This is an optimization exercise on Yosys and OpenROAD, whose aim is small area, a short achievable clock period and few clock cycles per item, not a production implementation. No run shown here included a check of the RTL's function; only the layout flow was run.

**design/flow/config.mk**
```make
export PLATFORM = sky130hd
export DESIGN_NAME = ycbcr420_to_rgb_flip_core
export DESIGN_NICKNAME = ycbcr420_to_rgb_flip_core
export VERILOG_FILES = /design/flow/design.v
export SDC_FILE = /design/flow/constraint.sdc
export NUM_CORES = 4
export LEC_CHECK = 0
export CAP_MARGIN = 20
export CORE_MARGIN = 2
export CORE_UTILIZATION = 40
export SLEW_MARGIN = 20
```
**design/flow/constraint.sdc**
```tcl
create_clock -name core_clock -period 11.0 [get_ports {clk}]
set_input_delay 2.2000 -clock core_clock [delete_from_list [all_inputs] [get_ports {clk}]]
set_output_delay 2.2000 -clock core_clock [all_outputs]
set_load 0.01 [all_outputs]
```
**design/flow/design.v**
```verilog
package ycrgb_pkg;
	localparam logic [9:0]  RST_COL_MAX = 10'd159;   
	localparam logic [9:0]  RST_ROW_MAX = 10'd119;   
	localparam logic [12:0] RST_ROW_STRIDE = 13'd960;
endpackage
module ycrgb_chroma
(
	input  logic [7:0] cb,    
	input  logic [7:0] cr,    
	output logic [9:0] kr,
	output logic [8:0] kg,
	output logic [9:0] kb
);
	wire rw1 = cr[7] ^ cr[5];
	wire rw2 = cr[7] & cr[5];
	wire rw3 = cr[6] ^ cr[4];
	wire rw4 = cr[6] & cr[4];
	wire rw5 = ~cr[7] ^ cr[5] ^ ~cr[1];
	wire rw6 = (~cr[7] & cr[5]) | (~cr[7] & ~cr[1]) | (cr[5] & ~cr[1]);
	wire rw7 = cr[6] ^ ~cr[2] ^ cr[0];
	wire rw8 = (cr[6] & ~cr[2]) | (cr[6] & cr[0]) | (~cr[2] & cr[0]);
	wire rw9 = ~cr[7] ^ ~cr[3];
	wire rw10 = ~cr[7] & ~cr[3];
	wire rw11 = ~cr[4] ^ cr[2];
	wire rw12 = ~cr[4] & cr[2];
	wire rw13 = ~cr[5] ^ cr[3] ^ ~cr[1];
	wire rw14 = (~cr[5] & cr[3]) | (~cr[5] & ~cr[1]) | (cr[3] & ~cr[1]);
	wire rw15 = ~cr[6] ^ cr[4] ^ ~cr[2];
	wire rw16 = (~cr[6] & cr[4]) | (~cr[6] & ~cr[2]) | (cr[4] & ~cr[2]);
	wire rw17 = cr[7] ^ cr[5] ^ ~cr[3];
	wire rw18 = (cr[7] & cr[5]) | (cr[7] & ~cr[3]) | (cr[5] & ~cr[3]);
	wire rw19 = cr[6] ^ ~cr[4] ^ cr[2];
	wire rw20 = (cr[6] & ~cr[4]) | (cr[6] & cr[2]) | (~cr[4] & cr[2]);
	wire rw21 = ~cr[7] ^ ~cr[5] ^ cr[3];
	wire rw22 = (~cr[7] & ~cr[5]) | (~cr[7] & cr[3]) | (~cr[5] & cr[3]);
	wire rw23 = ~cr[4] ^ cr[2];
	wire rw24 = ~cr[4] & cr[2];
	wire rw25 = ~cr[5] ^ cr[3] ^ cr[1];
	wire rw26 = (~cr[5] & cr[3]) | (~cr[5] & cr[1]) | (cr[3] & cr[1]);
	wire rw27 = ~cr[6] ^ cr[4] ^ cr[2];
	wire rw28 = (~cr[6] & cr[4]) | (~cr[6] & cr[2]) | (cr[4] & cr[2]);
	wire rw29 = cr[3] ^ 1'b1 ^ rw1;
	wire rw30 = (cr[3] & 1'b1) | (cr[3] & rw1) | (1'b1 & rw1);
	wire rw31 = ~cr[0] ^ rw2 ^ rw3;
	wire rw32 = (~cr[0] & rw2) | (~cr[0] & rw3) | (rw2 & rw3);
	wire rw33 = 1'b1 ^ rw4 ^ rw5;
	wire rw34 = (1'b1 & rw4) | (1'b1 & rw5) | (rw4 & rw5);
	wire rw35 = 1'b1 ^ rw6 ^ rw7;
	wire rw36 = (1'b1 & rw6) | (1'b1 & rw7) | (rw6 & rw7);
	wire rw37 = cr[1] ^ rw8 ^ rw9;
	wire rw38 = (cr[1] & rw8) | (cr[1] & rw9) | (rw8 & rw9);
	wire rw39 = ~cr[0] ^ rw10 ^ rw11;
	wire rw40 = (~cr[0] & rw10) | (~cr[0] & rw11) | (rw10 & rw11);
	wire rw41 = 1'b1 ^ rw12 ^ rw13;
	wire rw42 = (1'b1 & rw12) | (1'b1 & rw13) | (rw12 & rw13);
	wire rw43 = cr[0] ^ rw14 ^ rw15;
	wire rw44 = (cr[0] & rw14) | (cr[0] & rw15) | (rw14 & rw15);
	wire rw45 = cr[1] ^ rw16 ^ rw17;
	wire rw46 = (cr[1] & rw16) | (cr[1] & rw17) | (rw16 & rw17);
	wire rw47 = 1'b1 ^ rw18 ^ rw19;
	wire rw48 = (1'b1 & rw18) | (1'b1 & rw19) | (rw18 & rw19);
	wire rw49 = 1'b1 ^ rw20 ^ rw21;
	wire rw50 = (1'b1 & rw20) | (1'b1 & rw21) | (rw20 & rw21);
	wire rw51 = ~cr[6] ^ cr[4] ^ rw22;
	wire rw52 = (~cr[6] & cr[4]) | (~cr[6] & rw22) | (cr[4] & rw22);
	wire rw53 = cr[7] ^ cr[5];
	wire rw54 = cr[7] & cr[5];
	wire rw55 = cr[6] ^ 1'b1;
	wire rw56 = cr[6] & 1'b1;
	wire [22:0] rw57 = {1'b1,~cr[7],rw54,rw52,rw50,rw48,rw46,rw44,rw42,rw40,rw38,rw36,rw34,rw32,rw30,rw28,rw26,rw24,cr[0],~cr[3],~cr[2],~cr[1],~cr[0]};
	wire [22:0] rw58 = {1'b0,rw56,rw55,rw53,rw51,rw49,rw47,rw45,rw43,rw41,rw39,rw37,rw35,rw33,rw31,rw29,rw27,rw25,rw23,cr[1],cr[0],1'b0,1'b1};
	wire [22:0] rw59 = rw57 + rw58;
	assign kr = {rw59[22],rw59[21],rw59[20],rw59[19],rw59[18],rw59[17],rw59[16],rw59[15],rw59[14],rw59[13]};
	wire gw1 = ~cb[6] ^ cb[3];
	wire gw2 = ~cb[6] & cb[3];
	wire gw3 = cb[7] ^ cb[4];
	wire gw4 = cb[7] & cb[4];
	wire gw5 = cb[5] ^ ~cb[3];
	wire gw6 = cb[5] & ~cb[3];
	wire gw7 = ~cb[4] ^ ~cb[2];
	wire gw8 = ~cb[4] & ~cb[2];
	wire gw9 = ~cb[5] ^ ~cb[3] ^ ~cb[0];
	wire gw10 = (~cb[5] & ~cb[3]) | (~cb[5] & ~cb[0]) | (~cb[3] & ~cb[0]);
	wire gw11 = cr[5] ^ ~cr[1];
	wire gw12 = cr[5] & ~cr[1];
	wire gw13 = ~cb[6] ^ ~cb[4] ^ ~cb[1];
	wire gw14 = (~cb[6] & ~cb[4]) | (~cb[6] & ~cb[1]) | (~cb[4] & ~cb[1]);
	wire gw15 = cr[6] ^ ~cr[2];
	wire gw16 = cr[6] & ~cr[2];
	wire gw17 = cb[7] ^ ~cb[5] ^ ~cb[2];
	wire gw18 = (cb[7] & ~cb[5]) | (cb[7] & ~cb[2]) | (~cb[5] & ~cb[2]);
	wire gw19 = ~cr[7] ^ ~cr[3];
	wire gw20 = ~cr[7] & ~cr[3];
	wire gw21 = ~cb[6] ^ ~cb[3] ^ ~cr[4];
	wire gw22 = (~cb[6] & ~cb[3]) | (~cb[6] & ~cr[4]) | (~cb[3] & ~cr[4]);
	wire gw23 = cb[7] ^ ~cb[4] ^ ~cb[0];
	wire gw24 = (cb[7] & ~cb[4]) | (cb[7] & ~cb[0]) | (~cb[4] & ~cb[0]);
	wire gw25 = ~cb[5] ^ ~cb[1];
	wire gw26 = ~cb[5] & ~cb[1];
	wire gw27 = ~cb[6] ^ ~cb[2] ^ cr[7];
	wire gw28 = (~cb[6] & ~cb[2]) | (~cb[6] & cr[7]) | (~cb[2] & cr[7]);
	wire gw29 = cb[7] ^ ~cb[3];
	wire gw30 = cb[7] & ~cb[3];
	wire gw31 = ~cb[4] ^ cb[1] ^ ~cr[2];
	wire gw32 = (~cb[4] & cb[1]) | (~cb[4] & ~cr[2]) | (cb[1] & ~cr[2]);
	wire gw33 = ~cb[5] ^ cb[2] ^ ~cb[0];
	wire gw34 = (~cb[5] & cb[2]) | (~cb[5] & ~cb[0]) | (cb[2] & ~cb[0]);
	wire gw35 = ~cb[1] ^ ~cr[4] ^ cr[2];
	wire gw36 = (~cb[1] & ~cr[4]) | (~cb[1] & cr[2]) | (~cr[4] & cr[2]);
	wire gw37 = ~cr[0] ^ 1'b1;
	wire gw38 = ~cr[0] & 1'b1;
	wire gw39 = ~cb[2] ^ ~cr[5] ^ cr[3];
	wire gw40 = (~cb[2] & ~cr[5]) | (~cb[2] & cr[3]) | (~cr[5] & cr[3]);
	wire gw41 = ~cr[1] ^ gw2 ^ gw3;
	wire gw42 = (~cr[1] & gw2) | (~cr[1] & gw3) | (gw2 & gw3);
	wire gw43 = ~cr[6] ^ cr[4] ^ ~cr[2];
	wire gw44 = (~cr[6] & cr[4]) | (~cr[6] & ~cr[2]) | (cr[4] & ~cr[2]);
	wire gw45 = 1'b1 ^ gw4 ^ gw5;
	wire gw46 = (1'b1 & gw4) | (1'b1 & gw5) | (gw4 & gw5);
	wire gw47 = cb[6] ^ ~cb[4] ^ cr[7];
	wire gw48 = (cb[6] & ~cb[4]) | (cb[6] & cr[7]) | (~cb[4] & cr[7]);
	wire gw49 = cr[5] ^ ~cr[3] ^ gw6;
	wire gw50 = (cr[5] & ~cr[3]) | (cr[5] & gw6) | (~cr[3] & gw6);
	wire gw51 = ~cb[7] ^ ~cb[5] ^ cr[6];
	wire gw52 = (~cb[7] & ~cb[5]) | (~cb[7] & cr[6]) | (~cb[5] & cr[6]);
	wire gw53 = ~cr[4] ^ 1'b1;
	wire gw54 = ~cr[4] & 1'b1;
	wire gw55 = ~cb[6] ^ ~cr[7] ^ ~cr[5];
	wire gw56 = (~cb[6] & ~cr[7]) | (~cb[6] & ~cr[5]) | (~cr[7] & ~cr[5]);
	wire gw57 = ~cb[2] ^ ~cb[0];
	wire gw58 = ~cb[2] & ~cb[0];
	wire gw59 = ~cb[3] ^ ~cb[1];
	wire gw60 = ~cb[3] & ~cb[1];
	wire gw61 = cr[4] ^ ~cr[0] ^ 1'b1;
	wire gw62 = (cr[4] & ~cr[0]) | (cr[4] & 1'b1) | (~cr[0] & 1'b1);
	wire gw63 = 1'b1 ^ gw8 ^ gw9;
	wire gw64 = (1'b1 & gw8) | (1'b1 & gw9) | (gw8 & gw9);
	wire gw65 = gw10 ^ gw12 ^ gw13;
	wire gw66 = (gw10 & gw12) | (gw10 & gw13) | (gw12 & gw13);
	wire gw67 = gw14 ^ gw16 ^ gw17;
	wire gw68 = (gw14 & gw16) | (gw14 & gw17) | (gw16 & gw17);
	wire gw69 = 1'b1 ^ gw18 ^ gw20;
	wire gw70 = (1'b1 & gw18) | (1'b1 & gw20) | (gw18 & gw20);
	wire gw71 = ~cr[5] ^ 1'b1 ^ gw22;
	wire gw72 = (~cr[5] & 1'b1) | (~cr[5] & gw22) | (1'b1 & gw22);
	wire gw73 = ~cr[6] ^ 1'b1 ^ gw24;
	wire gw74 = (~cr[6] & 1'b1) | (~cr[6] & gw24) | (1'b1 & gw24);
	wire gw75 = ~cr[0] ^ 1'b1 ^ gw26;
	wire gw76 = (~cr[0] & 1'b1) | (~cr[0] & gw26) | (1'b1 & gw26);
	wire gw77 = cb[0] ^ ~cr[1] ^ gw28;
	wire gw78 = (cb[0] & ~cr[1]) | (cb[0] & gw28) | (~cr[1] & gw28);
	wire gw79 = cr[0] ^ 1'b1 ^ gw30;
	wire gw80 = (cr[0] & 1'b1) | (cr[0] & gw30) | (1'b1 & gw30);
	wire gw81 = ~cr[3] ^ cr[1] ^ gw32;
	wire gw82 = (~cr[3] & cr[1]) | (~cr[3] & gw32) | (cr[1] & gw32);
	wire gw83 = gw1 ^ gw34 ^ gw35;
	wire gw84 = (gw1 & gw34) | (gw1 & gw35) | (gw34 & gw35);
	wire gw85 = gw36 ^ gw38 ^ gw39;
	wire gw86 = (gw36 & gw38) | (gw36 & gw39) | (gw38 & gw39);
	wire gw87 = gw40 ^ gw42 ^ gw43;
	wire gw88 = (gw40 & gw42) | (gw40 & gw43) | (gw42 & gw43);
	wire gw89 = gw44 ^ gw46 ^ gw47;
	wire gw90 = (gw44 & gw46) | (gw44 & gw47) | (gw46 & gw47);
	wire gw91 = gw48 ^ gw50 ^ gw51;
	wire gw92 = (gw48 & gw50) | (gw48 & gw51) | (gw50 & gw51);
	wire gw93 = 1'b1 ^ gw52 ^ gw54;
	wire gw94 = (1'b1 & gw52) | (1'b1 & gw54) | (gw52 & gw54);
	wire gw95 = cb[7] ^ ~cr[6] ^ 1'b1;
	wire gw96 = (cb[7] & ~cr[6]) | (cb[7] & 1'b1) | (~cr[6] & 1'b1);
	wire gw97 = cr[2] ^ 1'b1;
	wire gw98 = cr[2] & 1'b1;
	wire gw99 = cr[3] ^ gw58 ^ gw59;
	wire gw100 = (cr[3] & gw58) | (cr[3] & gw59) | (gw58 & gw59);
	wire gw101 = gw7 ^ gw60 ^ gw61;
	wire gw102 = (gw7 & gw60) | (gw7 & gw61) | (gw60 & gw61);
	wire gw103 = gw11 ^ gw62 ^ gw63;
	wire gw104 = (gw11 & gw62) | (gw11 & gw63) | (gw62 & gw63);
	wire gw105 = gw15 ^ gw64 ^ gw65;
	wire gw106 = (gw15 & gw64) | (gw15 & gw65) | (gw64 & gw65);
	wire gw107 = gw19 ^ gw66 ^ gw67;
	wire gw108 = (gw19 & gw66) | (gw19 & gw67) | (gw66 & gw67);
	wire gw109 = gw21 ^ gw68 ^ gw69;
	wire gw110 = (gw21 & gw68) | (gw21 & gw69) | (gw68 & gw69);
	wire gw111 = gw23 ^ gw70 ^ gw71;
	wire gw112 = (gw23 & gw70) | (gw23 & gw71) | (gw70 & gw71);
	wire gw113 = gw25 ^ gw72 ^ gw73;
	wire gw114 = (gw25 & gw72) | (gw25 & gw73) | (gw72 & gw73);
	wire gw115 = gw27 ^ gw74 ^ gw75;
	wire gw116 = (gw27 & gw74) | (gw27 & gw75) | (gw74 & gw75);
	wire gw117 = gw29 ^ gw76 ^ gw77;
	wire gw118 = (gw29 & gw76) | (gw29 & gw77) | (gw76 & gw77);
	wire gw119 = gw31 ^ gw78 ^ gw79;
	wire gw120 = (gw31 & gw78) | (gw31 & gw79) | (gw78 & gw79);
	wire gw121 = gw33 ^ gw80 ^ gw81;
	wire gw122 = (gw33 & gw80) | (gw33 & gw81) | (gw80 & gw81);
	wire gw123 = gw37 ^ gw82 ^ gw83;
	wire gw124 = (gw37 & gw82) | (gw37 & gw83) | (gw82 & gw83);
	wire gw125 = gw41 ^ gw84 ^ gw85;
	wire gw126 = (gw41 & gw84) | (gw41 & gw85) | (gw84 & gw85);
	wire gw127 = gw45 ^ gw86 ^ gw87;
	wire gw128 = (gw45 & gw86) | (gw45 & gw87) | (gw86 & gw87);
	wire gw129 = gw49 ^ gw88 ^ gw89;
	wire gw130 = (gw49 & gw88) | (gw49 & gw89) | (gw88 & gw89);
	wire gw131 = gw53 ^ gw90 ^ gw91;
	wire gw132 = (gw53 & gw90) | (gw53 & gw91) | (gw90 & gw91);
	wire gw133 = gw55 ^ gw92 ^ gw93;
	wire gw134 = (gw55 & gw92) | (gw55 & gw93) | (gw92 & gw93);
	wire gw135 = gw56 ^ gw94 ^ gw95;
	wire gw136 = (gw56 & gw94) | (gw56 & gw95) | (gw94 & gw95);
	wire gw137 = cr[7] ^ 1'b1 ^ gw96;
	wire gw138 = (cr[7] & 1'b1) | (cr[7] & gw96) | (1'b1 & gw96);
	wire [23:0] gw139 = {gw138,gw136,gw134,gw132,gw130,gw128,gw126,gw124,gw122,gw120,gw118,gw116,gw114,gw112,gw110,gw108,gw106,gw104,gw102,gw100,gw98,gw57,~cb[1],~cb[0]};
	wire [23:0] gw140 = {1'b0,gw137,gw135,gw133,gw131,gw129,gw127,gw125,gw123,gw121,gw119,gw117,gw115,gw113,gw111,gw109,gw107,gw105,gw103,gw101,gw99,gw97,cr[1],cr[0]};
	wire [23:0] gw141 = gw139 + gw140;
	assign kg = {gw141[23],gw141[22],gw141[21],gw141[20],gw141[19],gw141[18],gw141[17],gw141[16],gw141[15]};
	wire bw1 = ~cb[7] ^ ~cb[5];
	wire bw2 = ~cb[7] & ~cb[5];
	wire bw3 = ~cb[6] ^ cb[4];
	wire bw4 = ~cb[6] & cb[4];
	wire bw5 = cb[3] ^ cb[0];
	wire bw6 = cb[3] & cb[0];
	wire bw7 = cb[1] ^ 1'b1 ^ bw2;
	wire bw8 = (cb[1] & 1'b1) | (cb[1] & bw2) | (1'b1 & bw2);
	wire bw9 = cb[7] ^ cb[5] ^ cb[2];
	wire bw10 = (cb[7] & cb[5]) | (cb[7] & cb[2]) | (cb[5] & cb[2]);
	wire bw11 = cb[6] ^ cb[3];
	wire bw12 = cb[6] & cb[3];
	wire bw13 = cb[2] ^ ~cb[0];
	wire bw14 = cb[2] & ~cb[0];
	wire bw15 = cb[3] ^ ~cb[1];
	wire bw16 = cb[3] & ~cb[1];
	wire bw17 = cb[4] ^ ~cb[2] ^ cb[0];
	wire bw18 = (cb[4] & ~cb[2]) | (cb[4] & cb[0]) | (~cb[2] & cb[0]);
	wire bw19 = cb[5] ^ ~cb[3] ^ cb[1];
	wire bw20 = (cb[5] & ~cb[3]) | (cb[5] & cb[1]) | (~cb[3] & cb[1]);
	wire bw21 = cb[6] ^ ~cb[4] ^ cb[2];
	wire bw22 = (cb[6] & ~cb[4]) | (cb[6] & cb[2]) | (~cb[4] & cb[2]);
	wire bw23 = 1'b1 ^ bw1 ^ bw5;
	wire bw24 = (1'b1 & bw1) | (1'b1 & bw5) | (bw1 & bw5);
	wire bw25 = bw3 ^ bw6 ^ bw7;
	wire bw26 = (bw3 & bw6) | (bw3 & bw7) | (bw6 & bw7);
	wire bw27 = bw4 ^ bw8 ^ bw9;
	wire bw28 = (bw4 & bw8) | (bw4 & bw9) | (bw8 & bw9);
	wire bw29 = 1'b1 ^ bw10 ^ bw11;
	wire bw30 = (1'b1 & bw10) | (1'b1 & bw11) | (bw10 & bw11);
	wire bw31 = ~cb[7] ^ cb[4] ^ bw12;
	wire bw32 = (~cb[7] & cb[4]) | (~cb[7] & bw12) | (cb[4] & bw12);
	wire bw33 = cb[5] ^ 1'b1;
	wire bw34 = cb[5] & 1'b1;
	wire bw35 = ~cb[7] ^ cb[0];
	wire bw36 = ~cb[7] & cb[0];
	wire [22:0] bw37 = {1'b1,~cb[7],cb[6],cb[5],cb[4],cb[3],cb[2],cb[1],1'b1,cb[6],bw32,bw30,bw28,bw26,bw24,bw22,bw20,bw18,bw16,bw14,1'b1,cb[1],cb[0]};
	wire [22:0] bw38 = {1'b0,1'b0,1'b1,1'b1,1'b1,1'b0,1'b1,bw36,bw35,bw34,bw33,bw31,bw29,bw27,bw25,bw23,bw21,bw19,bw17,bw15,bw13,1'b0,1'b0};
	wire [22:0] bw39 = bw37 + bw38;
	assign kb = {bw39[22],bw39[21],bw39[20],bw39[19],bw39[18],bw39[17],bw39[16],bw39[15],bw39[14],bw39[13]};
endmodule
module ycrgb_luma
(
	input  logic [7:0] luma,
	output logic [8:0] yy
);
	wire w1 = luma[4] ^ luma[2];
	wire w2 = luma[4] & luma[2];
	wire w3 = luma[5] ^ luma[3] ^ luma[1];
	wire w4 = (luma[5] & luma[3]) | (luma[5] & luma[1]) | (luma[3] & luma[1]);
	wire w5 = luma[6] ^ luma[4];
	wire w6 = luma[6] & luma[4];
	wire w7 = luma[7] ^ luma[5] ^ luma[3];
	wire w8 = (luma[7] & luma[5]) | (luma[7] & luma[3]) | (luma[5] & luma[3]);
	wire w9 = luma[6] ^ luma[4];
	wire w10 = luma[6] & luma[4];
	wire w11 = luma[7] ^ luma[5];
	wire w12 = luma[7] & luma[5];
	wire w13 = luma[7] ^ luma[2];
	wire w14 = luma[7] & luma[2];
	wire w15 = luma[3] ^ luma[1];
	wire w16 = luma[3] & luma[1];
	wire w17 = luma[0] ^ 1'b1 ^ w1;
	wire w18 = (luma[0] & 1'b1) | (luma[0] & w1) | (1'b1 & w1);
	wire w19 = 1'b1 ^ w2 ^ w3;
	wire w20 = (1'b1 & w2) | (1'b1 & w3) | (w2 & w3);
	wire w21 = luma[2] ^ w4 ^ w5;
	wire w22 = (luma[2] & w4) | (luma[2] & w5) | (w4 & w5);
	wire w23 = luma[0] ^ w6 ^ w7;
	wire w24 = (luma[0] & w6) | (luma[0] & w7) | (w6 & w7);
	wire w25 = luma[1] ^ w8 ^ w9;
	wire w26 = (luma[1] & w8) | (luma[1] & w9) | (w8 & w9);
	wire w27 = luma[2] ^ w10 ^ w11;
	wire w28 = (luma[2] & w10) | (luma[2] & w11) | (w10 & w11);
	wire w29 = luma[6] ^ luma[3] ^ w12;
	wire w30 = (luma[6] & luma[3]) | (luma[6] & w12) | (luma[3] & w12);
	wire w31 = luma[7] ^ luma[4];
	wire w32 = luma[7] & luma[4];
	wire [20:0] w33 = {1'b0,luma[7],luma[6],luma[5],w30,w28,w26,w24,w22,w20,w18,w16,w14,luma[0],luma[6],luma[5],luma[4],luma[3],luma[2],luma[1],luma[0]};
	wire [20:0] w34 = {1'b0,1'b0,1'b0,w32,w31,w29,w27,w25,w23,w21,w19,w17,w15,w13,luma[1],luma[0],1'b0,1'b0,1'b0,1'b0,1'b0};
	wire [20:0] w35 = w33 + w34;
	assign yy = {w35[20],w35[19],w35[18],w35[17],w35[16],w35[15],w35[14],w35[13],w35[12]};
endmodule
module ycbcr420_to_rgb_flip_core
#(
	parameter int MAX_WIDTH  = 2048,
	parameter int MAX_HEIGHT = 2048
) (
	input  logic        clk,
	input  logic        arst_n,
	input  logic        wr_en,
	input  logic [1:0]  wr_index,
	input  logic [12:0] wr_data,
	input  logic        s_tvalid,
	output logic        s_tready,
	input  logic [47:0] s_tdata,
	output logic        m_tvalid,
	input  logic        m_tready,
	output logic [71:0] m_tdata,
	output logic        m_tlast,
	output logic        m_tuser
);
	function automatic logic [7:0] sat8(input logic signed [10:0] v);
		if (v[10]) begin
			sat8 = 8'd0;
		end else if (v[9] | v[8]) begin
			sat8 = 8'd255;
		end else begin
			sat8 = v[7:0];
		end
	endfunction
	logic        ph;        
	logic        v1;
	logic        ov;
	logic        olast;     
	logic        addr_ok;
	logic        adv;       
	logic        r1_free;
	logic        ld1;
	logic        ld_lo;
	assign adv      = v1 && (!ov || m_tready) && addr_ok;
	assign r1_free  = !v1 || adv;
	assign ld1      = s_tvalid && r1_free;
	assign s_tready = ph && r1_free;
	assign ld_lo    = adv && !olast;
	always_ff @(posedge clk or negedge arst_n) begin
		if (!arst_n) begin
			ph    <= 1'b0;
			v1    <= 1'b0;
			ov    <= 1'b0;
			olast <= 1'b1;
		end else begin
			if (ld1) begin
				ph <= !ph;
			end
			if (r1_free) begin
				v1 <= s_tvalid;
			end
			if (adv) begin
				ov    <= 1'b1;
				olast <= !olast;
			end else if (m_tready) begin
				ov    <= 1'b0;
			end
		end
	end
	logic [7:0] ya_q;
	logic [7:0] yb_q;
	logic [7:0] cb_q;
	logic [7:0] cr_q;
	always_ff @(posedge clk) begin
		if (ld1) begin
			ya_q <= ph ? s_tdata[23:16] : s_tdata[7:0];
			yb_q <= ph ? s_tdata[31:24] : s_tdata[15:8];
			cb_q <= s_tdata[39:32];
			cr_q <= s_tdata[47:40];
		end
	end
	logic [8:0]        yy_a;
	logic [8:0]        yy_b;
	logic signed [9:0] kr;
	logic signed [8:0] kg;
	logic signed [9:0] kb;
	ycrgb_luma u_luma_a (.luma(ya_q), .yy(yy_a));
	ycrgb_luma u_luma_b (.luma(yb_q), .yy(yy_b));
	ycrgb_chroma u_chroma (
		.cb (cb_q ^ 8'h80),
		.cr (cr_q ^ 8'h80),
		.kr (kr),
		.kg (kg),
		.kb (kb)
	);
	logic [9:0]  cm;        
	logic [9:0]  rm;        
	logic [12:0] stride;
	logic [9:0]  col;
	logic [9:0]  row;
	logic [23:0] base;      
	logic        bvalid;
	logic        bstart;
	logic [3:0]  bcnt;
	logic        lr_q;
	logic        st_q;
	logic [9:0]  wr_max;
	logic        last_col;
	logic        last_row;
	logic [9:0]  c_eff;
	logic [9:0]  r_eff;
	logic [9:0]  kmul;
	logic        kbit;
	logic [23:0] badd_a;
	logic [23:0] badd_b;
	logic [23:0] badd;
	logic        row_step;
	always_comb begin
		if (wr_data[10:0] == 11'd0) begin
			wr_max = 10'd0;
		end else if (wr_data[10]) begin
			wr_max = 10'd1023;
		end else begin
			wr_max = wr_data[9:0] - 10'd1;
		end
	end
	always_ff @(posedge clk or negedge arst_n) begin
		if (!arst_n) begin
			cm     <= ycrgb_pkg::RST_COL_MAX;
			rm     <= ycrgb_pkg::RST_ROW_MAX;
			stride <= ycrgb_pkg::RST_ROW_STRIDE;
		end else if (wr_en) begin
			case (wr_index)
				2'd0: cm     <= wr_max;
				2'd1: rm     <= wr_max;
				2'd2: stride <= wr_data;
				default: ;
			endcase
		end
	end
	assign last_col = (col >= cm);
	assign last_row = (row >= rm);
	assign c_eff    = last_col ? cm : col;
	assign r_eff    = last_row ? rm : row;
	assign row_step = ld_lo && last_col && !last_row;
	always_ff @(posedge clk or negedge arst_n) begin
		if (!arst_n) begin
			col <= '0;
			row <= '0;
		end else if (ld_lo) begin
			if (last_col) begin
				col <= '0;
				row <= last_row ? 10'd0 : row + 10'd1;
			end else begin
				col <= col + 10'd1;
				row <= r_eff;
			end
		end
	end
	assign kmul   = last_row ? rm : (rm - row);
	assign kbit   = kmul[bcnt];
	assign bstart = st_q || (wr_en && wr_index != 2'd3) || (last_row && !lr_q);
	assign badd_a = bvalid ? base : {base[22:0], 1'b0};
	assign badd_b = bvalid ? ~(24'({stride, 1'b0})) : (kbit ? 24'({stride, 1'b0}) : 24'd0);
	assign badd   = badd_a + badd_b + 24'(bvalid);
	always_ff @(posedge clk or negedge arst_n) begin
		if (!arst_n) begin
			bvalid <= 1'b0;
			bcnt   <= 4'd9;
			lr_q   <= 1'b0;
			st_q   <= 1'b1;
		end else begin
			st_q <= 1'b0;
			lr_q <= last_row;
			if (bstart) begin
				bvalid <= 1'b0;
				bcnt   <= 4'd9;
			end else if (!bvalid) begin
				if (bcnt == 4'd0) begin
					bvalid <= 1'b1;
				end
				bcnt <= bcnt - 4'd1;
			end
		end
	end
	always_ff @(posedge clk) begin
		if (bstart) begin
			base <= '0;
		end else if (!bvalid || row_step) begin
			base <= badd;
		end
	end
	assign addr_ok = olast ? (bvalid || last_row) : 1'b1;
	logic [47:0] opix;
	logic [23:0] ooff;
	logic        ouser;
	logic [23:0] up_off;
	assign up_off = (last_row ? 24'd0 : base) + 24'({c_eff, 2'b00}) + 24'({c_eff, 1'b0});
	always_ff @(posedge clk) begin
		if (adv) begin
			opix[7:0]   <= sat8(11'(yy_a) + 11'(kr));
			opix[15:8]  <= sat8(11'(yy_a) + 11'(kg));
			opix[23:16] <= sat8(11'(yy_a) + 11'(kb));
			opix[31:24] <= sat8(11'(yy_b) + 11'(kr));
			opix[39:32] <= sat8(11'(yy_b) + 11'(kg));
			opix[47:40] <= sat8(11'(yy_b) + 11'(kb));
			ooff        <= olast ? up_off : ooff + 24'(stride);
			ouser       <= !olast && last_col && last_row;
		end
	end
	assign m_tvalid = ov;
	assign m_tlast  = olast;
	assign m_tuser  = ouser;
	assign m_tdata  = {ooff, opix};
endmodule
```
**design/flow/run.sh**
```bash
#!/bin/bash
# synth_recipe.tcl (not shown) runs the flow's synth.tcl, then flattens the netlist and writes it again
# the make line also repeats each setting of config.mk as NAME=value (left out here)
make -C /OpenROAD-flow-scripts/flow DESIGN_CONFIG=/design/flow/config.mk WORK_HOME=/design/flow/orfs CLKGATE_MAP_FILE= SYNTH_SCRIPT=/design/flow/synth_recipe.tcl finish
```
==> run notes, run 1 <==
clk sink count 193; critical path's top delay family compound AO/OA/AOI/OAI gates; core area 0.0488 mm2; vias in the first global route 15.7k; TritonCTS clock tree done; # IOs 144; WL/cell 17.9 um; DRC 0; final worst path period share 64.2%; Post-Place Setup Slack 3.93 ns; Multi-input gate area 0.0133 mm2; routability cong. 0.882; FMAX 142 MHz; endpoints failing hold 0; layout cell share with drive strength beyond 1 6.95%; DIE WIDTH 226 um; maximum number of pins on one net before global-route repair 73; Root Driver clkbuf_16; PostCTS Resize Cnt 0; final setup fails 0; Distinct cells, synth 90; total wire length 52600 um; ANT cells 0; FF+latch count, synth 193; outcome no timing/DRC/antenna violations; Post-CTS Setup Bufs 0; Avg Cell Area, Syn 9.19 um2; Startpoint Class flip-flop; DP HPWL 41700 um; Cells after Synth 2151; Rows 81; clock latency (worst-skew pair) 0.51 ns; TritonRoute pass-1 iters 5; reg2reg start cb_q[5]; via/cell ratio 5.42; ys async rst share 33.2%; yosys warns 1; RSZ-0062 raised after global routing no; most common cell after layout, fill and taps aside ha_1; number of synthesized flops with an enable pin 105; Initial Util 40.5%; Worst-path clk slew 0.09 ns; Hold Path Class reg2reg; Fin Setup TNS 0 ns; Tightest Pin Transition 1.04 ns; CP Cell Sequence inv_1 > fa_1 > inv_1 > fa_1 > fa_1 > inv_1 > ha_1 > nand3_1 > o21ai_0 > o21ai_0 > nand3_1 > xor2_1 > ha_1 > a21o_1 > a21oi_1 > o21ai_0 > o41ai_1 > a2bb2oi_1 > o31ai_2 > a21oi_1; Sequential Area 0.00526 mm2; H-tree depth 4; number of buffers and inverters on the critical path 3; headroom to the max-slew limit 30.8%; Clock Tree Buf Depth 2; crit-path max FO 10; hold path startpoint base[4]; Layout area overhead 13.2%; fin util 45.8%; GRT Util Overall 21.0%; worst hold endpoint base[4]; post-layout worst setup margin 3.93 ns; CP Capture Type flip-flop; WHS Path Cells 2; TritonCTS buffer count 17; crit-path max cell delay 0.69 ns; Max-Cap Viols 0; Pins Over Slew Limit 0; Antenna Violating Nets Remaining 0; Crit path required time 11.22 ns; final layout net count 2694; clk_skew 0.0169 ns; critical path arrival 7.29 ns; main flop type after synthesis edfxtp_1; Fill cells 4767; Die Span Y 226 um; critical path class reg2reg; Period minus WS final 7.07 ns; register area share after synthesis 26.6%; port buffer count 143; first-pass GRT wire length 84000 um; register-to-register setup slack 3.93 ns; reg-to-reg endpoint opix[34]; GRT Residual Overflow 0; Slowest-stage cell, CP edfxtp_1; via count 15.9k; die area 0.0512 mm2; cts hold-fix bufs 0; Mapped Nets 2585; initial antenna violation count 1; Worst R2R Path Depth 20; most frequent cells in the layout 270 x ha_1, 240 x inv_1, 168 x a21oi_1; Cell Area, Synth 0.0198 mm2; Iteration-0 DRC Markers 907
==> worst register-to-register path, stage by stage, from the launching register on <==
cell and delay [ns]:
edfxtp_1 0.69, inv_1 0.41, fa_1 0.64, inv_1 0.06
fa_1 0.45, fa_1 0.49, inv_1 0.04, ha_1 0.29
nand3_1 0.16, o21ai_0 0.11, o21ai_0 0.36, nand3_1 0.18
xor2_1 0.56, ha_1 0.35, a21o_1 0.15, a21oi_1 0.22
o21ai_0 0.16, o41ai_1 0.62, a2bb2oi_1 0.19, o31ai_2 0.48
a21oi_1 0.16
==> sequential cells by signal (all words and copies together), names as in the netlist, 4 cells and up <==
name	count
opix	48
base	24
ooff	24
stride	13
cm	10
col	10
rm	10
row	10
cb_q	8
cr_q	8
ya_q	8
yb_q	8
bcnt	4
==> cells in the mapped netlist (all sizes together) (9+ instances only) <==
cell / count / area [um2]
o22ai: 9 / 56.3
dfstp: 20 / 526
or3: 21 / 131
nand2: 142 / 533
nor4: 10 / 62.6
a31o: 11 / 96.3
nor3: 52 / 260
o21bai: 12 / 90.1
nor2b: 27 / 169
nand3: 36 / 180
xnor2: 76 / 666
inv: 242 / 908
nor2: 155 / 582
o21ai: 124 / 621
a21o: 32 / 241
clkbuf: 47 / 196
dfrtp: 44 / 1100
o211ai: 15 / 118
buf: 11 / 96.4
nand4: 13 / 81.3
and3: 41 / 263
edfxtp: 105 / 3150
xor2: 65 / 569
ha: 270 / 3380
dfxtp: 24 / 480
fa: 96 / 1920
a211oi: 17 / 140
a21oi: 180 / 946
and2: 10 / 65.1
nand2b: 28 / 175
a22oi: 9 / 67.6
mux2i: 9 / 90.1
o21a: 37 / 278
mux2: 51 / 574
==> cell families (layout without fill, tap and decap cells) <==
family,after synthesis,count (layout),share of synthesized area (%)
buffers and inverters,302,424,6.15
flip-flops,193,193,26.6
other,1,1,0.0190
AND/OR/NAND/NOR,563,563,13.7
multiplexers,61,61,3.48
AO/OA/AOI/OAI,524,524,16.9
adder cells (fa/ha/maj),366,366,26.8
XOR/XNOR,141,141,6.25
==> per-layer routing <==
layer / up-vias / track usage (%) / share of wire, %
met5: - / 0 / 0.030
met4: 2 / 6.13 / 2.0
met3: 57 / 3.85 / 5.3
met2: 441 / 32.9 / 44
met1: 7632 / 29.7 / 48
li1: 7775 / - / -
==> how the worst max path moves through the flow <==
stage                       start  endpoint  slack, ns  cells past startpoint
after floorplan           cb_q[4]  opix[15]       5.03                     23
after global placement    cb_q[5]  opix[37]       4.13                     20
after detailed placement  cb_q[5]  opix[37]       3.93                     20
after CTS                 cb_q[5]  opix[37]       3.95                     20
after global routing      cb_q[5]  opix[11]       3.42                     22
final                     cb_q[5]  opix[34]       3.93                     20
==> metrics by stage <==
stage / hold WS, ns / area, um2 / std cells
CTS: 0.485 / 22400 / 2937
global placement: 0.463 / 21800 / 2905
global route: 0.506 / 22400 / 2937
detailed placement: 0.473 / 21800 / 2905
finish: 0.483 / 22400 / 2937
floorplan: 0.447 / 19800 / 2151
==> layout make-up <==
cell class / count / area share (%)
clock inverter: 15 / 0.727
sequential: 193 / 23.5
tap: 664 / 3.72
inverter: 243 / 4.08
timing repair buffer: 149 / 6.58
multi-input combinational: 1656 / 59.5
clock buffer: 17 / 1.90
==> run 2, diff against run 1 <==
--- a/design/flow/design.v
+++ b/design/flow/design.v
@@ -327,4 +327,7 @@
 	logic        ph;        
 	logic        v1;
+	logic        v2;
+	logic        ld2;
+	logic        r2_free;
 	logic        ov;
 	logic        olast;     
@@ -334,6 +337,8 @@
 	logic        ld1;
 	logic        ld_lo;
-	assign adv      = v1 && (!ov || m_tready) && addr_ok;
-	assign r1_free  = !v1 || adv;
+	assign adv      = v2 && (!ov || m_tready) && addr_ok;
+	assign r2_free  = !v2 || adv;
+	assign ld2      = v1 && r2_free;
+	assign r1_free  = !v1 || ld2;
 	assign ld1      = s_tvalid && r1_free;
 	assign s_tready = ph && r1_free;
@@ -343,4 +348,5 @@
 			ph    <= 1'b0;
 			v1    <= 1'b0;
+			v2    <= 1'b0;
 			ov    <= 1'b0;
 			olast <= 1'b1;
@@ -352,4 +358,7 @@
 				v1 <= s_tvalid;
 			end
+			if (r2_free) begin
+				v2 <= v1;
+			end
 			if (adv) begin
 				ov    <= 1'b1;
@@ -386,4 +395,26 @@
 		.kb (kb)
 	);
+	logic [8:0]        yy_a_q;
+	logic [8:0]        yy_b_q;
+	logic signed [9:0] kr_q;
+	logic signed [8:0] kg_q;
+	logic signed [9:0] kb_q;
+	always_ff @(posedge clk) begin
+		if (ld2) begin
+			yy_a_q <= yy_a;
+			yy_b_q <= yy_b;
+			kr_q   <= kr;
+			kg_q   <= kg;
+			kb_q   <= kb;
+		end
+	end
+	function automatic logic [10:0] add11(input logic [10:0] a, input logic [10:0] b);
+		logic c;
+		c = 1'b0;
+		for (int i = 0; i < 11; i++) begin
+			add11[i] = a[i] ^ b[i] ^ c;
+			c        = (a[i] & b[i]) | (c & (a[i] ^ b[i]));
+		end
+	endfunction
 	logic [9:0]  cm;        
 	logic [9:0]  rm;        
@@ -491,10 +522,10 @@
 	always_ff @(posedge clk) begin
 		if (adv) begin
-			opix[7:0]   <= sat8(11'(yy_a) + 11'(kr));
-			opix[15:8]  <= sat8(11'(yy_a) + 11'(kg));
-			opix[23:16] <= sat8(11'(yy_a) + 11'(kb));
-			opix[31:24] <= sat8(11'(yy_b) + 11'(kr));
-			opix[39:32] <= sat8(11'(yy_b) + 11'(kg));
-			opix[47:40] <= sat8(11'(yy_b) + 11'(kb));
+			opix[7:0]   <= sat8(add11(11'(yy_a_q), 11'(kr_q)));
+			opix[15:8]  <= sat8(add11(11'(yy_a_q), 11'(kg_q)));
+			opix[23:16] <= sat8(add11(11'(yy_a_q), 11'(kb_q)));
+			opix[31:24] <= sat8(add11(11'(yy_b_q), 11'(kr_q)));
+			opix[39:32] <= sat8(add11(11'(yy_b_q), 11'(kg_q)));
+			opix[47:40] <= sat8(add11(11'(yy_b_q), 11'(kb_q)));
 			ooff        <= olast ? up_off : ooff + 24'(stride);
 			ouser       <= !olast && last_col && last_row;
==> run notes, run 2 <==
Initial Util 40.4% (was 40.5%); Clock Tree Buf Depth 3 (was 2); FF+latch count, synth 241 (was 193); final layout net count 2603 (was 2694); headroom to the max-slew limit 36.4% (was 30.8%); DRC 0 (unchanged); final setup fails 0 (unchanged); final worst path period share 56.9% (was 64.2%); DIE WIDTH 229 um (was 226 um); CP Cell Sequence inv_1 > ha_1 > inv_1 > fa_1 > a21o_1 > a311oi_2 > o211ai_2 > and2_4 > inv_1 > mux2_2 > o22ai_1 > o31ai_2 > buf_4 > nor2_1 > ha_1 > a2111oi_2 > a31o_2 > a21oi_1 > o21ai_1 > a311oi_1 > or4_1 > o32ai_1 (was inv_1 > fa_1 > inv_1 > fa_1 > fa_1 > inv_1 > ha_1 > nand3_1 > o21ai_0 > o21ai_0 > nand3_1 > xor2_1 > ha_1 > a21o_1 > a21oi_1 > o21ai_0 > o41ai_1 > a2bb2oi_1 > o31ai_2 > a21oi_1); critical path class reg2reg (unchanged); via count 15.1k (was 15.9k); RSZ-0062 raised after global routing no (unchanged); Crit path required time 11.49 ns (was 11.22 ns); routability cong. 0.853 (was 0.882); grt peak-use layer met2 (unchanged); TritonCTS buffer count 29 (was 17); clock latency (worst-skew pair) 0.59 ns (was 0.51 ns); GRT Residual Overflow 0 (unchanged); ys async rst share 27.0% (was 33.2%); PostCTS Resize Cnt 0 (unchanged); most frequent cells in the layout 263 x inv_1, 226 x ha_1, 179 x nor2_1 (was 270 x ha_1, 240 x inv_1, 168 x a21oi_1); critical path's top delay family compound AO/OA/AOI/OAI gates (unchanged); CP Capture Type flip-flop (unchanged); top cells by count, synth 264 x inv_1, 226 x ha_1, 180 x nor2_1, 152 x edfxtp_1, 146 x nand2_1 (was 270 x ha_1, 241 x inv_1, 168 x a21oi_1, 155 x nor2_1, 142 x nand2_1); die area 0.0524 mm2 (was 0.0512 mm2); Startpoint Class flip-flop (unchanged); TritonCTS clock tree done (unchanged); initial antenna violation count 0 (was 1); GRT met1 Usage 24.6% (was 29.7%); Iteration-0 DRC Markers 835 (was 907); outcome no timing/DRC/antenna violations (unchanged); layout cell share with drive strength beyond 1 6.80% (was 6.95%); clk sink count 241 (was 193); grt met2 use 36.1% (was 32.9%); Fin Hold WS 0.483 ns (about the same); vias in the first global route 15.1k (was 15.7k); Die Span Y 229 um (was 226 um); FMAX 160 MHz (was 142 MHz); Cells after Synth 2051 (was 2151); Worst-path clk slew 0.07 ns (was 0.09 ns); Yosys top cell by area edfxtp_1 (was ha_1); Fin Setup TNS 0 ns (unchanged); Period minus WS final 6.26 ns (was 7.07 ns); TritonRoute pass-1 iters 5 (unchanged); endpoints failing hold 0 (unchanged); ANT cells 0 (unchanged); Antenna Violating Nets Remaining 0 (unchanged); Layout area overhead 15.4% (was 13.2%); top cell type's share of synthesized area 22.6% (was 17.1%); Avg Cell Area, Syn 9.87 um2 (was 9.19 um2); crit-path max cell delay 0.69 ns (about the same); critical path arrival 6.75 ns (was 7.29 ns); DP HPWL 39800 um (was 41700 um); cts hold-fix bufs 0 (unchanged); port buffer count 143 (unchanged); met3 usage 2.52% (was 3.85%); CP most frequent cell inv_1; crit-path max FO 38 (was 10); via/cell ratio 5.26 (was 5.42); yosys warns 1 (unchanged); Max-Cap Viols 0 (unchanged); count leader, synth inv_1 (was ha_1); total wire length 51700 um (was 52600 um); Tightest Pin Transition 0.951 ns (was 1.04 ns); register area share after synthesis 33.1% (was 26.6%); Cell Area, Synth 0.0202 mm2 (was 0.0198 mm2); core area 0.0501 mm2 (was 0.0488 mm2); number of synthesized flops with an enable pin 152 (was 105); WL/cell 18.1 um (was 17.9 um); Pins Over Slew Limit 0 (unchanged); Post-CTS Setup Bufs 0 (unchanged); Mapped Nets 2483 (was 2585); Slowest-stage cell, CP o21ai_1 (was edfxtp_1); Rows 82 (was 81); H-tree depth 1 (was 4); max reg flops 48 (unchanged); largest register by flop count opix (unchanged); biggest registers after layout opix x48, base x24, ooff x24 (unchanged); most common cell after layout, fill and taps aside inv_1 (was ha_1); clk_skew 0.0191 ns (was 0.0169 ns); Root Driver clkbuf_16 (unchanged); first-pass GRT wire length 82600 um (was 84000 um); # IOs 144 (unchanged); Distinct cells, synth 78 (was 90); main flop type after synthesis edfxtp_1 (unchanged); maximum number of pins on one net before global-route repair 66 (was 73); Hold Path Class reg2reg (unchanged); number of buffers and inverters on the critical path 4 (was 3); synth top area cells edfxtp_1 23%, ha_1 14%, fa_1 14% (was ha_1 17%, edfxtp_1 16%, fa_1 9.7%); GRT Util Overall 19.8% (was 21.0%)
[run 2: cell count changes in the layout (fill, tap and decap cells not counted), moves of 12 or more]
cell | before | now
a21oi_1 | 168 | 119
edfxtp_1 | 105 | 152
ha_1 | 270 | 226
fa_1 | 96 | 138
xor2_1 | 65 | 37
nor2_1 | 155 | 179
inv_1 | 240 | 263
o21ai_0 | 122 | 102
o21a_1 | 37 | 19
and3_1 | 39 | 23
clkbuf_16 | 17 | 31
a21oi_2 | 12 | 0
[run 2: area by class of cell]
class / count / area (um2)
clock buffers: 32 / 779
well taps: 672 / 841
flip-flops and latches: 241 / 6700
inverters: 264 / 992
repair buffers: 156 / 1540
clock inverters: 19 / 203
fillers: 4843 / 26700
multi-input cells: 1479 / 12300
[run 2: worst paths after layout]
path                            depth (start not counted)        to  startpoint  slack [ns]
worst max-delay path                                   22  base[21]       rm[0]        4.74
worst min-delay path                                    2   base[5]     base[5]        0.48
worst max register to register                         22  base[21]       rm[0]        4.74
worst min register to register                          2   base[5]     base[5]        0.48
max in group asynchronous                               2    col[5]      arst_n        8.52
min in group asynchronous                               2        ph      arst_n        1.81
[run 2: per-layer routing]
| metal | share of wire, % | vias up | wire [um] |
|---|---|---|---|
| li1 | - | 7318 | - |
| met1 | 43 | 7370 | 22000 |
| met2 | 51 | 300 | 26500 |
| met5 | 0 | - | 0 |
| met3 | 3.7 | 63 | 1900 |
| met4 | 2.6 | 0 | 1330 |
[run 2: worst min-delay path, stage by stage (launching register included)]
cell and delay [ns]:
dfxtp_1 0.33, nand2_1 0.06, a21oi_1 0.05
[run 2: cell families (layout without fill, tap and decap cells)]
| kind of cell | after synthesis | after routing | synth area share (%) |
|---|---|---|---|
| AND/OR/NAND/NOR | 541 | 541 | 12.4 |
| AO/OA/AOI/OAI | 400 | 400 | 12.4 |
| adder cells (fa/ha/maj) | 364 | 364 | 27.6 |
| buffers and inverters | 331 | 471 | 6.21 |
| flip-flops | 241 | 241 | 33.1 |
| XOR/XNOR | 115 | 115 | 4.98 |
| multiplexers | 58 | 58 | 3.26 |
| other | 1 | 1 | 0.0185 |
[run 2: metrics by stage]
step | util [%] | cell area, um2 | worst slack (ns) | std cells
after CTS | 46.6 | 23300 | 4.73 | 2862
after global placement | 44.6 | 22400 | 4.83 | 2811
after global routing | 46.6 | 23400 | 4.22 | 2863
after floorplan | - | 20200 | 5.79 | 2051
after detailed placement | 44.6 | 22400 | 4.77 | 2811
final | 46.6 | 23400 | 4.74 | 2863
==> run 3, diff against run 2 <==
--- a/design/flow/design.v
+++ b/design/flow/design.v
@@ -337,4 +337,6 @@
 	logic        ld1;
 	logic        ld_lo;
+	logic        rdy_a;
+	logic        rdy_b;
 	assign adv      = v2 && (!ov || m_tready) && addr_ok;
 	assign r2_free  = !v2 || adv;
@@ -342,6 +344,8 @@
 	assign r1_free  = !v1 || ld2;
 	assign ld1      = s_tvalid && r1_free;
-	assign s_tready = ph && r1_free;
 	assign ld_lo    = adv && !olast;
+	assign rdy_a    = ph && (!v1 || !v2 || (addr_ok && !ov));
+	assign rdy_b    = ph && addr_ok;
+	assign s_tready = rdy_a || (rdy_b && m_tready);
 	always_ff @(posedge clk or negedge arst_n) begin
 		if (!arst_n) begin
@@ -420,23 +424,27 @@
 	logic [9:0]  rm;        
 	logic [12:0] stride;
-	logic [9:0]  col;
-	logic [9:0]  row;
+	logic [9:0]  col;       
+	logic [9:0]  row;       
+	logic        lc_q;      
+	logic        lr_q;      
+	logic        lr_q2;
 	logic [23:0] base;      
 	logic        bvalid;
 	logic        bstart;
 	logic [3:0]  bcnt;
-	logic        lr_q;
+	logic        kbit_q;
 	logic        st_q;
 	logic [9:0]  wr_max;
-	logic        last_col;
-	logic        last_row;
-	logic [9:0]  c_eff;
-	logic [9:0]  r_eff;
+	logic [9:0]  cm_n;
+	logic [9:0]  rm_n;
+	logic [9:0]  col_n;
+	logic [9:0]  row_n;
 	logic [9:0]  kmul;
-	logic        kbit;
+	logic [15:0] kmul_x;
 	logic [23:0] badd_a;
 	logic [23:0] badd_b;
 	logic [23:0] badd;
 	logic        row_step;
+	logic        wr_geo;
 	always_comb begin
 		if (wr_data[10:0] == 11'd0) begin
@@ -448,4 +456,7 @@
 		end
 	end
+	assign wr_geo = wr_en && (wr_index != 2'd3);
+	assign cm_n   = (wr_en && wr_index == 2'd0) ? wr_max : cm;
+	assign rm_n   = (wr_en && wr_index == 2'd1) ? wr_max : rm;
 	always_ff @(posedge clk or negedge arst_n) begin
 		if (!arst_n) begin
@@ -453,50 +464,63 @@
 			rm     <= ycrgb_pkg::RST_ROW_MAX;
 			stride <= ycrgb_pkg::RST_ROW_STRIDE;
-		end else if (wr_en) begin
-			case (wr_index)
-				2'd0: cm     <= wr_max;
-				2'd1: rm     <= wr_max;
-				2'd2: stride <= wr_data;
-				default: ;
-			endcase
+		end else begin
+			cm <= cm_n;
+			rm <= rm_n;
+			if (wr_en && wr_index == 2'd2) begin
+				stride <= wr_data;
+			end
 		end
 	end
-	assign last_col = (col >= cm);
-	assign last_row = (row >= rm);
-	assign c_eff    = last_col ? cm : col;
-	assign r_eff    = last_row ? rm : row;
-	assign row_step = ld_lo && last_col && !last_row;
-	always_ff @(posedge clk or negedge arst_n) begin
-		if (!arst_n) begin
-			col <= '0;
-			row <= '0;
-		end else if (ld_lo) begin
-			if (last_col) begin
-				col <= '0;
-				row <= last_row ? 10'd0 : row + 10'd1;
+	assign row_step = ld_lo && lc_q && !lr_q;
+	always_comb begin
+		col_n = col;
+		row_n = row;
+		if (ld_lo) begin
+			if (lc_q) begin
+				col_n = 10'd0;
+				row_n = lr_q ? 10'd0 : row + 10'd1;
 			end else begin
-				col <= col + 10'd1;
-				row <= r_eff;
+				col_n = col + 10'd1;
+			end
+		end else if (!bvalid) begin
+			if (lc_q) begin
+				col_n = cm;
+			end
+			if (lr_q) begin
+				row_n = rm;
 			end
 		end
 	end
-	assign kmul   = last_row ? rm : (rm - row);
-	assign kbit   = kmul[bcnt];
-	assign bstart = st_q || (wr_en && wr_index != 2'd3) || (last_row && !lr_q);
+	always_ff @(posedge clk or negedge arst_n) begin
+		if (!arst_n) begin
+			col   <= '0;
+			row   <= '0;
+			lc_q  <= 1'b0;
+			lr_q  <= 1'b0;
+			lr_q2 <= 1'b0;
+		end else begin
+			col   <= col_n;
+			row   <= row_n;
+			lc_q  <= (col_n >= cm_n);
+			lr_q  <= (row_n >= rm_n);
+			lr_q2 <= lr_q;
+		end
+	end
+	assign kmul   = lr_q ? rm : (rm - row);
+	assign kmul_x = {6'd0, kmul};
+	assign bstart = st_q || wr_geo || (lr_q && !lr_q2);
 	assign badd_a = bvalid ? base : {base[22:0], 1'b0};
-	assign badd_b = bvalid ? ~(24'({stride, 1'b0})) : (kbit ? 24'({stride, 1'b0}) : 24'd0);
+	assign badd_b = bvalid ? ~(24'({stride, 1'b0})) : (kbit_q ? 24'({stride, 1'b0}) : 24'd0);
 	assign badd   = badd_a + badd_b + 24'(bvalid);
 	always_ff @(posedge clk or negedge arst_n) begin
 		if (!arst_n) begin
 			bvalid <= 1'b0;
-			bcnt   <= 4'd9;
-			lr_q   <= 1'b0;
+			bcnt   <= 4'd10;
 			st_q   <= 1'b1;
 		end else begin
 			st_q <= 1'b0;
-			lr_q <= last_row;
 			if (bstart) begin
 				bvalid <= 1'b0;
-				bcnt   <= 4'd9;
+				bcnt   <= 4'd10;
 			end else if (!bvalid) begin
 				if (bcnt == 4'd0) begin
@@ -509,15 +533,19 @@
 	always_ff @(posedge clk) begin
 		if (bstart) begin
-			base <= '0;
-		end else if (!bvalid || row_step) begin
-			base <= badd;
+			base   <= '0;
+			kbit_q <= 1'b0;
+		end else begin
+			if (!bvalid || row_step) begin
+				base <= badd;
+			end
+			kbit_q <= kmul_x[bcnt - 4'd1];
 		end
 	end
-	assign addr_ok = olast ? (bvalid || last_row) : 1'b1;
+	assign addr_ok = olast ? (bvalid || lr_q) : 1'b1;
 	logic [47:0] opix;
 	logic [23:0] ooff;
 	logic        ouser;
 	logic [23:0] up_off;
-	assign up_off = (last_row ? 24'd0 : base) + 24'({c_eff, 2'b00}) + 24'({c_eff, 1'b0});
+	assign up_off = (lr_q ? 24'd0 : base) + 24'({col, 2'b00}) + 24'({col, 1'b0});
 	always_ff @(posedge clk) begin
 		if (adv) begin
@@ -529,5 +557,5 @@
 			opix[47:40] <= sat8(add11(11'(yy_b_q), 11'(kb_q)));
 			ooff        <= olast ? up_off : ooff + 24'(stride);
-			ouser       <= !olast && last_col && last_row;
+			ouser       <= !olast && lc_q && lr_q;
 		end
 	end
==> run notes, run 3 <==
via count 14.8k (was 15.1k); Mapped Nets 2454 (was 2483); clock latency (worst-skew pair) 0.58 ns (was 0.59 ns); final worst path period share 58.1% (was 56.9%); Period minus WS final 6.39 ns (was 6.26 ns); TritonCTS buffer count 30 (was 29); Post-CTS Setup Bufs 0 (unchanged); Critical Path End s_tready (was base[21]); Clock Tree Buf Depth 3 (unchanged); outcome no timing/DRC/antenna violations (unchanged); top cells by count, synth 251 x inv_1, 243 x ha_1, 152 x edfxtp_1, 145 x nand2_1, 144 x nor2_1 (was 264 x inv_1, 226 x ha_1, 180 x nor2_1, 152 x edfxtp_1, 146 x nand2_1); number of buffers and inverters on the critical path 2 (was 4); critical path class in2out (was reg2reg); crit-path max cell delay 0.54 ns (was 0.69 ns); Cells after Synth 2005 (was 2051); ys async rst share 27.5% (was 27.0%); PostCTS Resize Cnt 0 (unchanged); Startpoint Class primary input (was flip-flop); yosys warns 1 (unchanged); DP HPWL 38900 um (was 39800 um); H-tree depth 1 (unchanged); top cell type's share of synthesized area 22.4% (was 22.6%); Worst-path clk slew 0.07 ns (about the same); Rows 82 (unchanged); port buffer count 143 (unchanged); max reg flops 48 (unchanged); GRT Util Overall 19.2% (was 19.8%); FMAX 157 MHz (was 160 MHz); TritonRoute pass-1 iters 7 (was 5); number of synthesized flops with an enable pin 152 (unchanged); Root Driver clkbuf_16 (unchanged); ANT cells 0 (unchanged); reg2reg start cb_q[4] (was rm[0]); Avg Cell Area, Syn 10.2 um2 (was 9.87 um2); GRT met1 Usage 23.0% (was 24.6%); headroom to the max-slew limit 29.4% (was 36.4%); clk sink count 244 (was 241); most frequent cells in the layout 250 x inv_1, 243 x ha_1, 152 x edfxtp_1 (was 263 x inv_1, 226 x ha_1, 179 x nor2_1); TritonCTS clock tree done (unchanged); # IOs 144 (unchanged); Yosys top cell by area edfxtp_1 (unchanged); CP Capture Type primary output (was flip-flop); first-pass GRT wire length 81000 um (was 82600 um); biggest registers after layout opix x48, base x24, ooff x24 (unchanged); final layout net count 2582 (was 2603); Worst R2R Path Depth 12 (was 22); routability cong. 0.875 (was 0.853); crit path launch m_tready (was rm[0]); crit-path max FO 5 (was 38); Antenna Violating Nets Remaining 0 (unchanged); grt met2 use 35.7% (was 36.1%); die area 0.0527 mm2 (was 0.0524 mm2); Pins Over Slew Limit 0 (unchanged); main flop type after synthesis edfxtp_1 (unchanged); DIE WIDTH 230 um (was 229 um); CP most frequent cell clkdlybuf4s50_1 (was inv_1); Slowest-stage cell, CP clkdlybuf4s50_1 (was o21ai_1); vias in the first global route 15.2k (was 15.1k); via/cell ratio 5.25 (was 5.26); register-to-register setup slack 6.21 ns (was 4.74 ns); endpoints failing hold 0 (unchanged); RSZ-0062 raised after global routing no (unchanged); critical path's top delay family buffers and inverters (was compound AO/OA/AOI/OAI gates); Distinct cells, synth 80 (was 78); DRC 0 (unchanged); Crit path depth 6 (was 22); Fill cells 4679 (was 4843); Initial Util 40.6% (was 40.4%); cts hold-fix bufs 0 (unchanged); layout cell share with drive strength beyond 1 7.01% (was 6.80%); FF+latch count, synth 244 (was 241); Iteration-0 DRC Markers 820 (was 835); Fin Hold WS 0.478 ns (was 0.483 ns); largest register by flop count opix (unchanged); met3 usage 2.07% (was 2.52%); reg-to-reg endpoint kg_q[8] (was base[21]); initial antenna violation count 0 (unchanged); Tightest Pin Transition 1.06 ns (was 0.951 ns); Max-Cap Viols 0 (unchanged); CP Cell Sequence clkdlybuf4s50_1 > nand2b_1 > o21ai_0 > nand3_1 > and2_1 > clkdlybuf4s50_1 (was inv_1 > ha_1 > inv_1 > fa_1 > a21o_1 > a311oi_2 > o211ai_2 > and2_4 > inv_1 > mux2_2 > o22ai_1 > o31ai_2 > buf_4 > nor2_1 > ha_1 > a2111oi_2 > a31o_2 > a21oi_1 > o21ai_1 > a311oi_1 > or4_1 > o32ai_1); Cell Area, Synth 0.0204 mm2 (was 0.0202 mm2); core area 0.0502 mm2 (was 0.0501 mm2); final setup fails 0 (unchanged); most common cell after layout, fill and taps aside inv_1 (unchanged); critical path arrival 4.19 ns (was 6.75 ns); Die Span Y 230 um (was 229 um); clk_skew 0.0139 ns (was 0.0191 ns); Layout area overhead 15.4% (about the same); synth top area cells edfxtp_1 22%, ha_1 15%, fa_1 14% (was edfxtp_1 23%, ha_1 14%, fa_1 14%); total wire length 49800 um (was 51700 um); WL/cell 17.6 um (was 18.1 um); Fin Setup TNS 0 ns (unchanged); register area share after synthesis 33.2% (was 33.1%); Hold Path Class reg2reg (unchanged); maximum number of pins on one net before global-route repair 73 (was 66); count leader, synth inv_1 (unchanged); GRT Residual Overflow 0 (unchanged); grt peak-use layer met2 (unchanged); Crit path required time 8.80 ns (was 11.49 ns)
-- run 3: final cells by class --
class / count / area, um2 / share of cell area [%]
clock buffers: 39 / 868 / 3.70
inverters: 252 / 946 / 4.03
flip-flops and latches: 244 / 6770 / 28.8
multi-input cells: 1454 / 12400 / 53.0
repair buffers: 151 / 1490 / 6.33
well taps: 672 / 841 / 3.58
clock inverters: 14 / 141 / 0.602
-- run 3: metrics by stage --
stage	util [%]	instances	worst slack, ns	area, um2
after floorplan	-	2005	6.01	20400
after global placement	44.8	2773	4.60	22500
after detailed placement	44.8	2773	4.59	22500
after CTS	46.8	2826	4.59	23500
after global routing	46.8	2826	4.52	23500
final	46.8	2826	4.61	23500
-- run 3: tightest hold or removal path, delay by kind of cell, from the launching register on --
family	cells	cell delay [ns]
compound gates	1	0.05
flops	1	0.33
simple gates	1	0.06
-- run 3: worst min path at each step --
stage	startpoint	endpoint	slack, ns	depth (start not counted)
floorplan	lr_q	lr_q2	0.40	0
global placement	v1	v2	0.46	1
detailed placement	base[9]	base[9]	0.47	2
CTS	base[9]	base[9]	0.48	2
global route	base[4]	base[4]	0.50	2
finish	base[9]	base[9]	0.48	2
-- run 3: cells by family (layout without fill, tap and decap cells) --
logic type	Yosys count	after routing	share of synthesized area, %
and+or+nand+nor	519	519	12.3
adders and majority gates	381	381	28.5
other	1	1	0.0184
DFF	244	244	33.2
xor gates and xnor gates	117	117	5.03
muxes	57	57	3.21
buffers and inverters	307	456	5.66
AOI/OAI and AO/OA	379	379	12.1
-- run 3: metal layers --
layer / part of all wire (%) / vias to the layer above
li1: - / 7215
met3: 3.3 / 71
met5: 0 / -
met1: 41 / 7294
met2: 52 / 261
met4: 3.2 / 0
==> run 4, diff against run 3 <==
--- a/design/flow/config.mk
+++ b/design/flow/config.mk
@@ -6,4 +6,5 @@
 export NUM_CORES = 4
 export LEC_CHECK = 0
+export ABC_CLOCK_PERIOD_IN_PS = 4500
 export CAP_MARGIN = 20
 export CORE_MARGIN = 2
==> run notes, run 4 <==
TritonRoute pass-1 iters 7 (unchanged); worst hold endpoint base[9] (unchanged); Die Span Y 230 um (unchanged); Distinct cells, synth 80 (unchanged); Mapped Nets 2454 (unchanged); TritonCTS buffer count 30 (unchanged); Worst-path clk slew 0.07 ns (about the same); Root Driver clkbuf_16 (unchanged); final worst path period share 58.1% (unchanged); clock latency (worst-skew pair) 0.58 ns (about the same); DP HPWL 38900 um (unchanged); Pins Over Slew Limit 0 (unchanged); RSZ-0062 raised after global routing no (unchanged); clk_skew 0.0139 ns (unchanged); WL/cell 17.6 um (unchanged); ANT cells 0 (unchanged); reg-to-reg endpoint kg_q[8] (unchanged); Tightest Pin Transition 1.06 ns (unchanged); DRC 0 (unchanged); port buffer count 143 (unchanged); routability cong. 0.875 (unchanged); register area share after synthesis 33.2% (unchanged); Iteration-0 DRC Markers 820 (unchanged); CP Capture Type primary output (unchanged); GRT Residual Overflow 0 (unchanged); DIE WIDTH 230 um (unchanged); Clock Tree Buf Depth 3 (unchanged); H-tree depth 1 (unchanged); final setup fails 0 (unchanged); Crit path required time 8.80 ns (about the same); PostCTS Resize Cnt 0 (unchanged); ys async rst share 27.5% (unchanged); most frequent cells in the layout 250 x inv_1, 243 x ha_1, 152 x edfxtp_1 (unchanged); # IOs 144 (unchanged); Yosys top cell by area edfxtp_1 (unchanged); max reg flops 48 (unchanged); synth top area cells edfxtp_1 22%, ha_1 15%, fa_1 14% (unchanged); largest register by flop count opix (unchanged); Max-Cap Viols 0 (unchanged); FF+latch count, synth 244 (unchanged); Cells after Synth 2005 (unchanged); Worst R2R Path Depth 12 (unchanged); die area 0.0527 mm2 (unchanged); Post-CTS Setup Bufs 0 (unchanged); Layout area overhead 15.4% (unchanged); layout cell share with drive strength beyond 1 7.01% (unchanged); Hold Path Class reg2reg (unchanged); number of synthesized flops with an enable pin 152 (unchanged); maximum number of pins on one net before global-route repair 73 (unchanged); cts hold-fix bufs 0 (unchanged); critical path arrival 4.19 ns (about the same); reg2reg start cb_q[4] (unchanged); biggest registers after layout opix x48, base x24, ooff x24 (unchanged); via count 14.8k (unchanged); Period minus WS final 6.39 ns (unchanged); TritonCTS clock tree done (unchanged); top cells by count, synth 251 x inv_1, 243 x ha_1, 152 x edfxtp_1, 145 x nand2_1, 144 x nor2_1 (unchanged); critical path class in2out (unchanged); Fin Setup TNS 0 ns (unchanged); GRT Util Overall 19.2% (unchanged); outcome no timing/DRC/antenna violations (unchanged); yosys warns 1 (unchanged); WHS Path Cells 2 (unchanged); initial antenna violation count 0 (unchanged); Cell Area, Synth 0.0204 mm2 (unchanged); count leader, synth inv_1 (unchanged); first-pass GRT wire length 81000 um (unchanged); Initial Util 40.6% (unchanged); vias in the first global route 15.2k (unchanged); headroom to the max-slew limit 29.4% (unchanged); via/cell ratio 5.25 (unchanged); final layout net count 2582 (unchanged); most common cell after layout, fill and taps aside inv_1 (unchanged); register-to-register setup slack 6.21 ns (about the same); hold path startpoint base[9] (unchanged); Antenna Violating Nets Remaining 0 (unchanged); core area 0.0502 mm2 (unchanged); clk sink count 244 (unchanged); Startpoint Class primary input (unchanged); Avg Cell Area, Syn 10.2 um2 (unchanged); endpoints failing hold 0 (unchanged); crit-path max FO 5 (unchanged); main flop type after synthesis edfxtp_1 (unchanged); FMAX 157 MHz (unchanged); fin util 46.8% (unchanged); top cell type's share of synthesized area 22.4% (unchanged); total wire length 49800 um (unchanged); Rows 82 (unchanged)
==> run 4: cell counts after synthesis <==
No cell type changed its count.
==> run 4: how the worst max path moves through the flow <==
stage / from / to / slack [ns] / cells past startpoint
after floorplan: m_tready / s_tready / 6.01 / 4
after global placement: m_tready / s_tready / 4.60 / 6
after detailed placement: m_tready / s_tready / 4.59 / 6
after CTS: m_tready / s_tready / 4.59 / 6
after global routing: m_tready / s_tready / 4.52 / 6
final: m_tready / s_tready / 4.61 / 6
==> run 4: metal layers <==
metal	GRT usage (%)	vias up	wire length, um
met3	2.07	71	1630
met1	23.0	7294	20400
met4	6.13	0	1600
met5	0	-	0
met2	35.7	261	26100
li1	-	7215	-
==> run 4: cell families after synthesis <==
group / after synthesis / share of synthesized area, %
muxes: 57 / 3.21
buffers and inverters: 307 / 5.66
AOI/OAI and AO/OA: 379 / 12.1
xor gates and xnor gates: 117 / 5.03
DFF: 244 / 33.2
and+or+nand+nor: 519 / 12.3
adders and majority gates: 381 / 28.5
other: 1 / 0.0184
==> run 4: final cells by class <==
class | instances | area (um2)
fillers | 4679 | 26700
multi-input cells | 1454 | 12400
flip-flops and latches | 244 | 6770
repair buffers | 151 | 1490
inverters | 252 | 946
clock buffers | 39 | 868
well taps | 672 | 841
clock inverters | 14 | 141
==> run 4: per-stage QoR <==
step           worst slack (ns)  cells  hold WS [ns]  instance area [um2]
2_1_floorplan              6.01   2005         0.400                20400
3_5_place_dp               4.59   2773         0.472                22500
6_report                   4.61   2826         0.478                23500
5_1_grt                    4.52   2826         0.503                23500
4_1_cts                    4.59   2826         0.481                23500
3_3_place_gp               4.60   2773         0.463                22500
==> run 4: worst max-delay path, stage by stage <==
cell	delay, ns
clkdlybuf4s50_1	0.45
nand2b_1	0.24
o21ai_0	0.29
nand3_1	0.30
and2_1	0.16
clkdlybuf4s50_1	0.54

-- port drivers added, routing unchanged --
In the flow no input, the clock included, has a driving cell. The finished layouts below were timed again as built, in two steps.
Step 1, drivers: a clkbuf_16 drives clk and a buf_2 each remaining input, both assumed.
Step 2 also shifts input and output timing later by t, the mid clock arrival at the registers, as if the neighbouring blocks saw the same clock.
a / b / c = no drivers / after step 1 / after step 2; a / b = the first two.
run	t (ns)	setup WS [ns]	hold WS [ns]	worst setup path at the end
run 1	0.559	3.935 / 3.935 / 3.935	0.483 / 0.483 / 0.483	register to register
run 2	0.634	4.739 / 4.735 / 4.739	0.483 / 0.483 / 0.483	register to register
run 3	0.622	4.614 / 4.582 / 4.582	0.478 / 0.478 / 0.478	input to output
run 4	0.622	4.614 / 4.582 / 4.582	0.478 / 0.478 / 0.478	input to output
After both steps setup and hold are still met in every run listed.
